Context: an optimization exercise on an open-source flow, tuned for small area, a short achievable clock period and few clock cycles per item. The choices shown serve that exercise and are no tape-out recipe. No run shown here included a check of the RTL's function; only the layout flow was run. Power and IR drop assume default switching activity.

==> flow/design.v (outline; a module is shown in full before it is edited, if it fits) <==
// module channel_fir: 1059 lines
// module fm_fa: 9 lines
// module fm_ha: 8 lines
// module fm_frontend_top: 112 lines
module fm_frontend_top (
    input  logic                 clock,
    input  logic                 i_rst_n,
    input  logic                 i_in_wr_en,
    input  fm_sample_pkg::byte_t i_in_din,
    output logic                 o_in_full,
    input  logic                 i_out_rd_en,
    output fm_sample_pkg::iq_t   o_out_iq,
    output logic                 o_out_empty
);
  // ...
==> flow/flow/run.sh <==
#!/bin/bash
# The standard layout, with the port buffers the standard flow's flow inserts made
# from a plain buffer cell instead of the default pick (a delay buffer),
# and the timing repair steps aiming at a setup slack of 8.4 ns.
set -euo pipefail
bash standard.sh BUFFER_PORTS_ARGS="-buffer_cell sky130_fd_sc_hd__buf_2" SETUP_SLACK_MARGIN=8.4 finish > standard.log 2>&1
==> flow/standard.sh <==
#!/bin/bash
# synth_recipe.tcl (not shown) runs the flow's synth.tcl, then flattens the netlist and writes it again
# the make line also repeats each setting of config.mk as NAME=value (left out here)
make -C /OpenROAD-flow-scripts/flow DESIGN_CONFIG=/design/flow/config.mk WORK_HOME=/design/flow/orfs CLKGATE_MAP_FILE= SYNTH_SCRIPT=/design/flow/synth_recipe.tcl "${@:-finish}"
==> flow/config.mk <==
export PLATFORM = sky130hd
export DESIGN_NAME = fm_frontend_top
export DESIGN_NICKNAME = fm_frontend_top
export VERILOG_FILES = /design/flow/design.v
export SDC_FILE = /design/flow/constraint.sdc
export NUM_CORES = 4
export LEC_CHECK = 0
export CAP_MARGIN = 20
export CORE_MARGIN = 2
export CORE_UTILIZATION = 40
export CTS_BUF_LIST = sky130_fd_sc_hd__clkbuf_16
export CTS_CLUSTER_DIAMETER = 100
export CTS_CLUSTER_SIZE = 30
export SLEW_MARGIN = 20
export SYNTH_HIERARCHICAL = 1
export SYNTH_MINIMUM_KEEP_SIZE = 0
==> flow/constraint.sdc <==
create_clock -name core_clock -period 12.0 [get_ports {clock}]
set_input_delay 2.4000 -clock core_clock [delete_from_list [all_inputs] [get_ports {clock}]]
set_output_delay 2.4000 -clock core_clock [all_outputs]
set_load 0.01 [all_outputs]
==> results.txt, run 1 <==
- Counting distinct cell types in the post-synthesis netlist gives 75.
- Yosys mapped a number of flops with a built-in enable equal to roughly 100.
- Across the whole layout, storage elements account for 0.0195 mm^2.
- Global routing used 2.32% of the available met3 tracks.
- Timing analysis after detailed placement gives a worst setup slack of just under 8 ns.
- The run finished with no timing, DRC or antenna violations.
- The portion of total power attributed to combinational logic is between 20% and 30%.
- In the final layout, the registers with the most flip-flops are fir_inst.ring_q x608, fir_inst.pa_q x98, fir_inst.pb_q x56.
- The capturing point of the worst reg2reg path is fir_inst.pa_q[75].
- The register area share after synthesis is about 65%.
- The biggest slice of the area belongs to registers.
- The synthesized flop and latch total is between 900 and 1,000.
- The number of instances in the synthesized netlist is 1,831.
- In this run the number of cells on the critical path is 1.
- The dominant cell by count in the synthesized netlist is sky130_fd_sc_hd__dfxtp_1.
- The arrival time at the worst endpoint is 1.20 ns.
- Of the total synthesized cell area, the portion taken by XOR and XNOR cells is 1.31%.
- The area taken by multi-input logic gates is between 0.01 and 0.015 mm^2.
- Leaving out filler cells and counting taps, the final layout contains roughly 2,900.
- The type of the setup path with the least slack is reg -> out.
- Setup violations remaining at the end of the flow were counted as 0.
- Summing the areas of all compound-gate instances in the mapped netlist gives approximately 2.6% of the synthesized area.
- The global-route wire length before repair is 85,500 um.
- Summed over all layers, the routed wires come to 56,300 um.
- The register with the most flip-flops in the layout has a little over 600 of them.
- Walking the worst path, the cells encountered are buf_2.
- Cells with a size suffix above 1 make up about 15% of the layout.
- The switching share of power is 30.9%.
- 0 antenna diodes ended up in the layout.
- The register-to-register setup slack is 8.43 ns.
- The number of nets at the end of the flow is 2,345.
- The synthesized-area fraction occupied by adder cells is between 20% and 30%.
- The worst reg2reg path startpoint is mask_q[11].
- The biggest area contributor in the post-synthesis netlist is sky130_fd_sc_hd__dfxtp_1.
- Clock tree buffers and inverters occupy under 10% of the routed design's cell area.
- The number of cell rows is 100.
- The die covers slightly below 0.08 mm^2.
- The clock edge transition at the registers on the reported setup and hold paths is 0.11 ns.
- After detailed placement, the design holds a cell count of about 2,900.
- The number of cell instances on the worst register-to-register path is 10.
==> run 2: changes to the inputs <==
==> flow/flow/run.sh (replaced) <==
#!/bin/bash
# The standard layout, with the port buffers the standard flow's flow inserts made
# from a plain buffer cell instead of the default pick (a delay buffer),
# and the timing repair steps aiming at a setup slack of 8.55 ns.
set -euo pipefail
bash standard.sh BUFFER_PORTS_ARGS="-buffer_cell sky130_fd_sc_hd__buf_2" SETUP_SLACK_MARGIN=8.55 finish > standard.log 2>&1
==> run 2 against run 1 <==
Effect of this change:
- hold slack lost 0.0094 ns
- via count is essentially flat
- clock skew fell by 0.016 ns
- register-to-register slack improved by 0.06 ns
- setup slack improved by 0.016 ns
- power barely moved
- non-clock buffer count is 16 higher
- wire length grew 2.3%
- clock-buffer cell count stayed put
- maximum frequency up 0.44%
- combinational power grew 2%
- largest cell class unchanged
==> results.txt, run 2 <==
- In this run, the number of DRC markers left after iteration 0 of detailed routing was 690.
- The initial antenna violation count came to 0.
- The share of the synthesized area in the top cell type is between 50 and 60%.
- The setup-violating endpoint count in the final report is 0 (unchanged).
- The total overflow left after global routing is 0.
- The detailed-router iteration count before antenna repair is 7.
- No sink is reached through more buffers than the 3 on the longest clock path.
- The remaining number of nets flagged by the antenna check after routing is 0.
- In this design, the stage delay of the slowest critical-path cell is roughly 0.42 ns.
- The register area is 0.0196 mm^2 (+0.41%).
- The HPWL after detailed placement is between 40,000 and 50,000 um.
- The run finished with no timing, DRC or antenna violations.
- The pin count of the biggest net entering global routing is slightly below 60.
- The dominant register cell in the synthesized netlist is sky130_fd_sc_hd__dfxtp_1.
- Across the run, the number of max-cap violations was 0.
- The post-route cell area is ~0.033 mm^2.
- The post-synthesis average cell area is around 16 um^2.
- The type of the most critical hold path is reg -> reg.
- The transition time of the tightest slew-check pin is ~0.84 ns.
- The number of standard cells in the final layout excluding fillers is 2,943 (+0.55%).
- The post-synthesis to final-layout area growth is 11.6%.
- The number of flip-flops under the largest register name is 608 (unchanged).
- The number of cell rows was 100 (unchanged).
- The global-route wire length before repair is 87,600 um (+2.4%).
- The async set-or-reset flop fraction in the synthesized netlist is 0%.
- Traced cell by cell, the critical path runs through buf_2.
- Summed over all failing endpoints, the final setup total negative slack is 0 ns.
- The number of nets at the end of the flow was 2,360 (+0.64%).
- The maximum resistive drop on vdd is 137 uV.
- The type of the setup path with the least slack is reg -> out.
- Subtracting the final worst setup slack from the clock period gives about 3.6 ns.
- Fill cells in the final layout number between 6,000 and 7,000.
- The analysis attributes to cell leakage a power of ~0.013 uW.
- The register bank with the most flops is fir_inst.ring_q.
- The clock edge transition at the registers on the reported setup and hold paths is 0.11 ns (about the same).
- Across all layers, the routed design uses 13,200 vias.
- After detailed routing, the average wire length per cell comes to 19.6 um.
- TritonCTS created 39 clock buffers.
- The dominant cell by count in the synthesized netlist is sky130_fd_sc_hd__dfxtp_1.
- Derived from the worst setup path, the maximum achievable clock frequency is about 280 MHz.
- Across all hold checks on the routed design, the worst slack comes to about 0.32 ns.
- The slowest stage of the critical path belongs to the cell sky130_fd_sc_hd__edfxtp_1.
- By count the netlist is led by sky130_fd_sc_hd__dfxtp_1, sky130_fd_sc_hd__fa_1, sky130_fd_sc_hd__and2_1.
- The post-synth net total is approximately 2,200.
- Sorting the synthesized cells by area gives the leading types as sky130_fd_sc_hd__dfxtp_1, sky130_fd_sc_hd__fa_1, sky130_fd_sc_hd__edfxtp_1.
- The final count of hold timing violations is 0.
- The via count of the first global-routing pass is between 10,000 and 15,000.
- In this run the cell area of the synthesized design comes to approximately 0.03 mm^2.
- The vias per cell is ~4.5.
- The total number of H-tree levels is 2.
- The tightest slew margin relative to the limit is between 40% and 50%.
- The number of antenna diodes is 0 (unchanged).
- The tree is rooted in a sky130_fd_sc_hd__clkbuf_16.
- CTS saw 917 sinks.
- The number of synthesized flops with an enable pin is 104 (unchanged).
- From left edge to right edge, the die measures 277 um.
- Leaving out fill and tap cells, the most frequent cell in the layout is sky130_fd_sc_hd__dfxtp_1.
- TritonCTS built the clock tree.
- The initial utilization of the core area, before any placement, comes to about two fifths.
- In this run the worst path has a maximum fanout of 3.
- The synthesized flop and latch total is 917 (unchanged).
- Counting both buffers and inverters, the worst setup path holds a total of 1.
- Setup repair after global routing could not meet its margin everywhere.
- The distinct cell type count after synthesis is 75 (unchanged).
- Data on the critical path is required at its endpoint by between 9 and 10 ns.
- The total wire length is 57,600 um (+2.3%).
- In the finished design, the share of the clock period the worst path needs comes to ~30%.
- The Yosys step of the flow raised 12 warnings.
- The top cell type by total area after synthesis is sky130_fd_sc_hd__dfxtp_1.
- The arrival time at the worst endpoint was 1.19 ns (about the same).
- Clock latency on the worst-skew pair, taken at its later pin, is 0.60 ns.
- The share of post-route cells with drive strength above 1 is 19.8% (+4.5 points).
- STA classifies the critical path endpoint as an output pin.
- The cell area reported after detailed placement is around 0.031 mm^2.
- Pin placement for this block handled 78 I/O pins.
- The core region area is 0.0742 mm^2.
- The number of cells in the design after placement is 2,857 (-0.035%).
- The register area share after synthesis is 64.9% (unchanged).
- In the layout the commonest cells are sky130_fd_sc_hd__dfxtp_1, sky130_fd_sc_hd__fa_1, sky130_fd_sc_hd__and2_1.
- Across every metal layer, demand over resource in global routing totals between 15 and 20%.
- The cell family contributing the most delay on the critical path is flip-flops.
- The die outline area is 0.0769 mm^2 (unchanged).
- Power spread over the standard cell area amounts to between 200 and 250 mW/mm^2.
- For this run, design rule violations remaining after detail routing come to 0.
- The number of instances in the synthesized netlist came to 1,831 (unchanged).
- The area taken by multi-input logic gates is 0.0105 mm^2 (+2.0%).
- The number of buffers inserted by port buffering is between 70 and 80.
- STA classifies the critical path startpoint as a register.
- The die height is around 280 um.
- The number of max-slew violations in the final report is 0.
- The largest registers in the layout are fir_inst.ring_q x608, fir_inst.pa_q x98, fir_inst.pb_q x56.
- The worst-case clock skew is between 0.02 and 0.025 ns.
- At the end of routability-driven placement, the weighted congestion stood at 0.881.
-- run 2: cell types whose count changed in the layout (fill, tap and decap cells not counted), moves of 12 or more --
cell                      previous run  this run
sky130_fd_sc_hd__buf_4              18        34
sky130_fd_sc_hd__dfxtp_4            20        46
sky130_fd_sc_hd__dfxtp_1           750       738
sky130_fd_sc_hd__dfxtp_2            43        29
sky130_fd_sc_hd__fa_1              273       219
sky130_fd_sc_hd__fa_2               50       104
-- run 2: timing repair --
item / 4_1_cts / 5_1_grt
setup buffers: 18 / 13
hold buffers: 0 / 0
pin swaps: 10 / 24
gates resized for setup: 133 / 79
endpoints found under the setup margin: 129 / 100
-- run 2: metal layers --
metal | track usage [%] | wire, um | up-vias
li1 | - | - | 6134
met4 | 3.62 | 1210 | 0
met3 | 1.86 | 1700 | 69
met5 | 0 | 0 | -
met2 | 27.0 | 29000 | 208
met1 | 20.0 | 25700 | 6767
-- run 2: stage by stage --
| stage | setup WS [ns] | util, % | total power (uW) |
|---|---|---|---|
| 5_1_grt | 8.34 | 44.9 | 7710 |
| 4_1_cts | 8.36 | 44.5 | 7270 |
| 3_3_place_gp | 7.75 | 42.4 | 5660 |
| 6_report | 8.41 | 44.9 | 7220 |
| 2_1_floorplan | 8.22 | - | 5140 |
| 3_5_place_dp | 7.71 | 42.4 | 5700 |
-- run 2: cell type report --
| cell class | instances | share of cell area (%) |
|---|---|---|
| clock buffers | 40 | 3.00 |
| clock inverters | 15 | 0.503 |
| inverters | 56 | 0.630 |
| multi-input cells | 834 | 31.4 |
| flip-flops and latches | 917 | 58.8 |
| well taps | 969 | 3.64 |
| repair buffers | 112 | 2.02 |
-- run 2: power breakdown --
group	internal [uW]	switching, uW	total, uW
Clock	633	935	1570
Combinational	855	1220	2070
Sequential	3500	89.7	3590
Total	4980	2240	7220
-- run 2: path summary, 6_finish.rpt --
kind | startpoint | end | slack [ns] | cells after the start
worst min register to register | fir_inst.ring_q[34][1] | fir_inst.ring_q[35][1] | 0.32 | 0
worst max-delay path | ori_q[26] | o_out_iq[60] | 8.41 | 1
worst min-delay path | fir_inst.ring_q[34][1] | fir_inst.ring_q[35][1] | 0.32 | 0
worst max register to register | fir_inst.pa_q[33] | fir_inst.pb_q[1][9] | 8.49 | 6
-- run 2: Yosys stat by module (local to each module, per instance) --
module           cells  copies in the design
channel_fir       1141                     1
fm_frontend_top    335                     1
fm_fa                1                   322
fm_ha                1                    33
-- run 2: cell families (layout without fill, tap and decap cells) --
kind of cell	count (synthesis)	after routing	share of synthesized area, %
xor gates and xnor gates	43	43	1.31
muxes	11	11	0.402
adders and majority gates	388	388	24.4
other	1	1	0.0126
DFF	917	917	64.9
and+or+nand+nor	291	291	5.19
AOI/OAI and AO/OA	100	100	2.61
buffers and inverters	80	223	1.16

-- separate check: timing with driven ports --
Ports are ideal in the flow. The routed layouts listed here were re-timed in OpenROAD. Step 1: set_driving_cell puts a clkbuf_16 on clock and a buf_2 on each other input, an assumption about the parent block. Step 2 moves the port delays by t, midway between the first and last clock arrival at a register: inputs arrive t later, outputs are due t later. That takes back most of the time a late clock gives input paths. a / b / c = no drivers / after step 1 / after step 2; a / b = the first two.
run	t, ns	setup WS [ns]	latest minus earliest clock arrival (ns)	worst register clock-pin slew, ns
run 1	0.657	8.398 / 8.337 / 7.980	0.039 / 0.040	0.11 / 0.11
run 2	0.650	8.414 / 8.354 / 7.949	0.028 / 0.028	0.11 / 0.11
After both steps setup and hold are still met in every run listed. The setup slack of run 2, which loses most, moves by -0.060 ns with the drivers and by -0.465 ns with both steps.
